This design comes from an exercise in tuning for small area, a short achievable clock period and few clock cycles per item on the open sky130 flow, not from production work. RTL that was checked went through simulation tests only; none was proved equivalent to the original. Power and IR drop assume default switching activity.

// cave_automaton_5x5_step_top
module cave_automaton_5x5_step_top #(
  parameter int MAX_WIDTH = 64
) (
  input  wire logic                          clk,
  input  wire logic                          rst_n,
  input  wire logic                          in_valid,
  output logic                               in_stall,
  input  wire logic [MAX_WIDTH-1:0]          in_source_cells,
  output logic                               out_valid,
  input  wire logic                          out_stall,
  output logic      [MAX_WIDTH-1:0]          out_result_cells,
  output logic      [cave5_pkg::HeightW-1:0] out_line_index,
  output logic                               out_last_line,
  input  wire logic                          psel,
  input  wire logic                          penable,
  input  wire logic                          pwrite,
  input  wire logic [cave5_pkg::AddrW-1:0]   paddr,
  input  wire logic [cave5_pkg::DataW-1:0]   pwdata,
  output logic      [cave5_pkg::DataW-1:0]   prdata,
  output logic                               pready
);
  logic [cave5_pkg::HeightW-1:0] height;
  logic [cave5_pkg::NearW-1:0]   near_thr;
  logic [cave5_pkg::FarW-1:0]    far_lim;
  logic [63:0]                   wmask;
  logic [63:0]                   inner;
  cave5_cfg u_cfg (
    .clk      (clk),
    .rst_n    (rst_n),
    .psel     (psel),
    .penable  (penable),
    .pwrite   (pwrite),
    .paddr    (paddr),
    .pwdata   (pwdata),
    .prdata   (prdata),
    .pready   (pready),
    .height   (height),
    .near_thr (near_thr),
    .far_lim  (far_lim),
    .wmask    (wmask),
    .inner    (inner)
  );
  logic [63:0]                   r_cells;
  logic                          r_v;
  logic                          r_emit;    
  logic                          r_top0;    
  logic                          r_idx1;    
  logic                          r_last;    
  logic [63:0]                   b_cells;
  logic                          b_v;
  logic                          b_emit;
  logic                          b_top0;
  logic                          b_idx1;
  logic                          b_last;
  logic [cave5_pkg::HeightW-1:0] cnt_r;     
  logic                          t1_r;      
  logic                          t2_r;      
  logic                          row4_r;    
  ...
Size: about 3700 cells after synthesis.
Settings: LEC_CHECK=0, ABC_CLOCK_PERIOD_IN_PS=3000, CAP_MARGIN=20, CORE_MARGIN=2, CORE_UTILIZATION=55, SETUP_SLACK_MARGIN=4.5, SLEW_MARGIN=20, SYNTH_HIERARCHICAL=1, SYNTH_MINIMUM_KEEP_SIZE=0; clock period 8.0 ns.
run.sh (not shown) runs the stock make flow with config.mk's settings and CLKGATE_MAP_FILE= SYNTH_SCRIPT=/design/flow/synth_recipe.tcl, a recipe that flattens the netlist after the stock synthesis.
Testbench counts at the start, summed over its fixed seeds: cycles 5,012, lines 4,820.
Next try:
--- a/flow/config.mk
+++ b/flow/config.mk
@@ -11,3 +11,3 @@
 export CORE_UTILIZATION = 55
-export SETUP_SLACK_MARGIN = 4.5
+export SETUP_SLACK_MARGIN = 4.6
 export SLEW_MARGIN = 20
Result:
- The new run passed the timing, design-rule and antenna checks
- area after synthesis is unchanged
- clock skew climbs by 0.014 ns
- via count climbs by 0.60%
- maximum frequency climbs by 2.2%
- wire length barely changes
- design area climbs by 1.9%
- setup slack improves by 0.076 ns
- clock power drops by about 6%
- total power drops by 1.3%

* * *

Setup of the previous run:
cave_automaton_5x5_step_top, a different RTL version from the one above (not shown whole).
For scale: ~3,700 cells after synthesis, roughly 530 flip-flops, ~220 I/O pins.
==> flow/config.mk <==
export PLATFORM = sky130hd
export DESIGN_NAME = cave_automaton_5x5_step_top
export DESIGN_NICKNAME = cave_automaton_5x5_step_top
export VERILOG_FILES = /design/flow/design.v
export SDC_FILE = /design/flow/constraint.sdc
export NUM_CORES = 4
export LEC_CHECK = 0
export ABC_CLOCK_PERIOD_IN_PS = 3000
export CAP_MARGIN = 20
export CORE_MARGIN = 2
export CORE_UTILIZATION = 40
export SETUP_SLACK_MARGIN = 4.5
export SLEW_MARGIN = 20
export SYNTH_HIERARCHICAL = 1
export SYNTH_MINIMUM_KEEP_SIZE = 0
==> flow/constraint.sdc <==
create_clock -name core_clock -period 8.0 [get_ports {clk}]
set_input_delay 1.6000 -clock core_clock [delete_from_list [all_inputs] [get_ports {clk}]]
set_output_delay 1.6000 -clock core_clock [all_outputs]
set_load 0.01 [all_outputs]
#### Input delta (the current run over the previous run)
Settings: SETUP_SLACK_MARGIN now 4.0, was 4.5.
The higher non-clock buffer area fraction after layout came out of the previous run.
Delta (the current run minus the previous run): post-layout instance count excluding filler cells went down 79, arrival time of data at the critical path endpoint went up by 0.40 ns.
No functional check of the RTL was part of any run of this note.

re-timing with driven ports:
In the flow no input, the clock included, has a driving cell. The finished layouts below were timed again as built, in two steps.
Step 1 assumes that a clkbuf_16 drives the clock port and a buf_2 every other input.
Step 2, shift: input delay + t, output delay - t, t = (earliest + latest rising clock arrival at the registers) / 2. This alone moves slack from input paths to output paths.
a / b / c = ideal ports / drivers / drivers and shift; a / b = the first two.
| run | t, ns | setup WS [ns] | clock arrival spread, ns | worst slew at a driven data input, ns |
|---|---|---|---|---|
| the first run of note 1 | 0.682 | 4.496 / 4.496 / 3.847 | 0.025 / 0.025 | 0.21 |
| the second run of note 1 | 0.708 | 4.572 / 4.572 / 3.936 | 0.044 / 0.044 | 0.13 |
| the previous run | 0.742 | 4.536 / 4.522 / 3.847 | 0.018 / 0.018 | 0.11 |
| the current run | 0.710 | 4.033 / 4.033 / 3.502 | 0.029 / 0.029 | 0.18 |
After both steps setup and hold are still met in every run listed. The setup slack of the previous run, which loses most, moves by -0.014 ns with the drivers and by -0.689 ns with both steps.
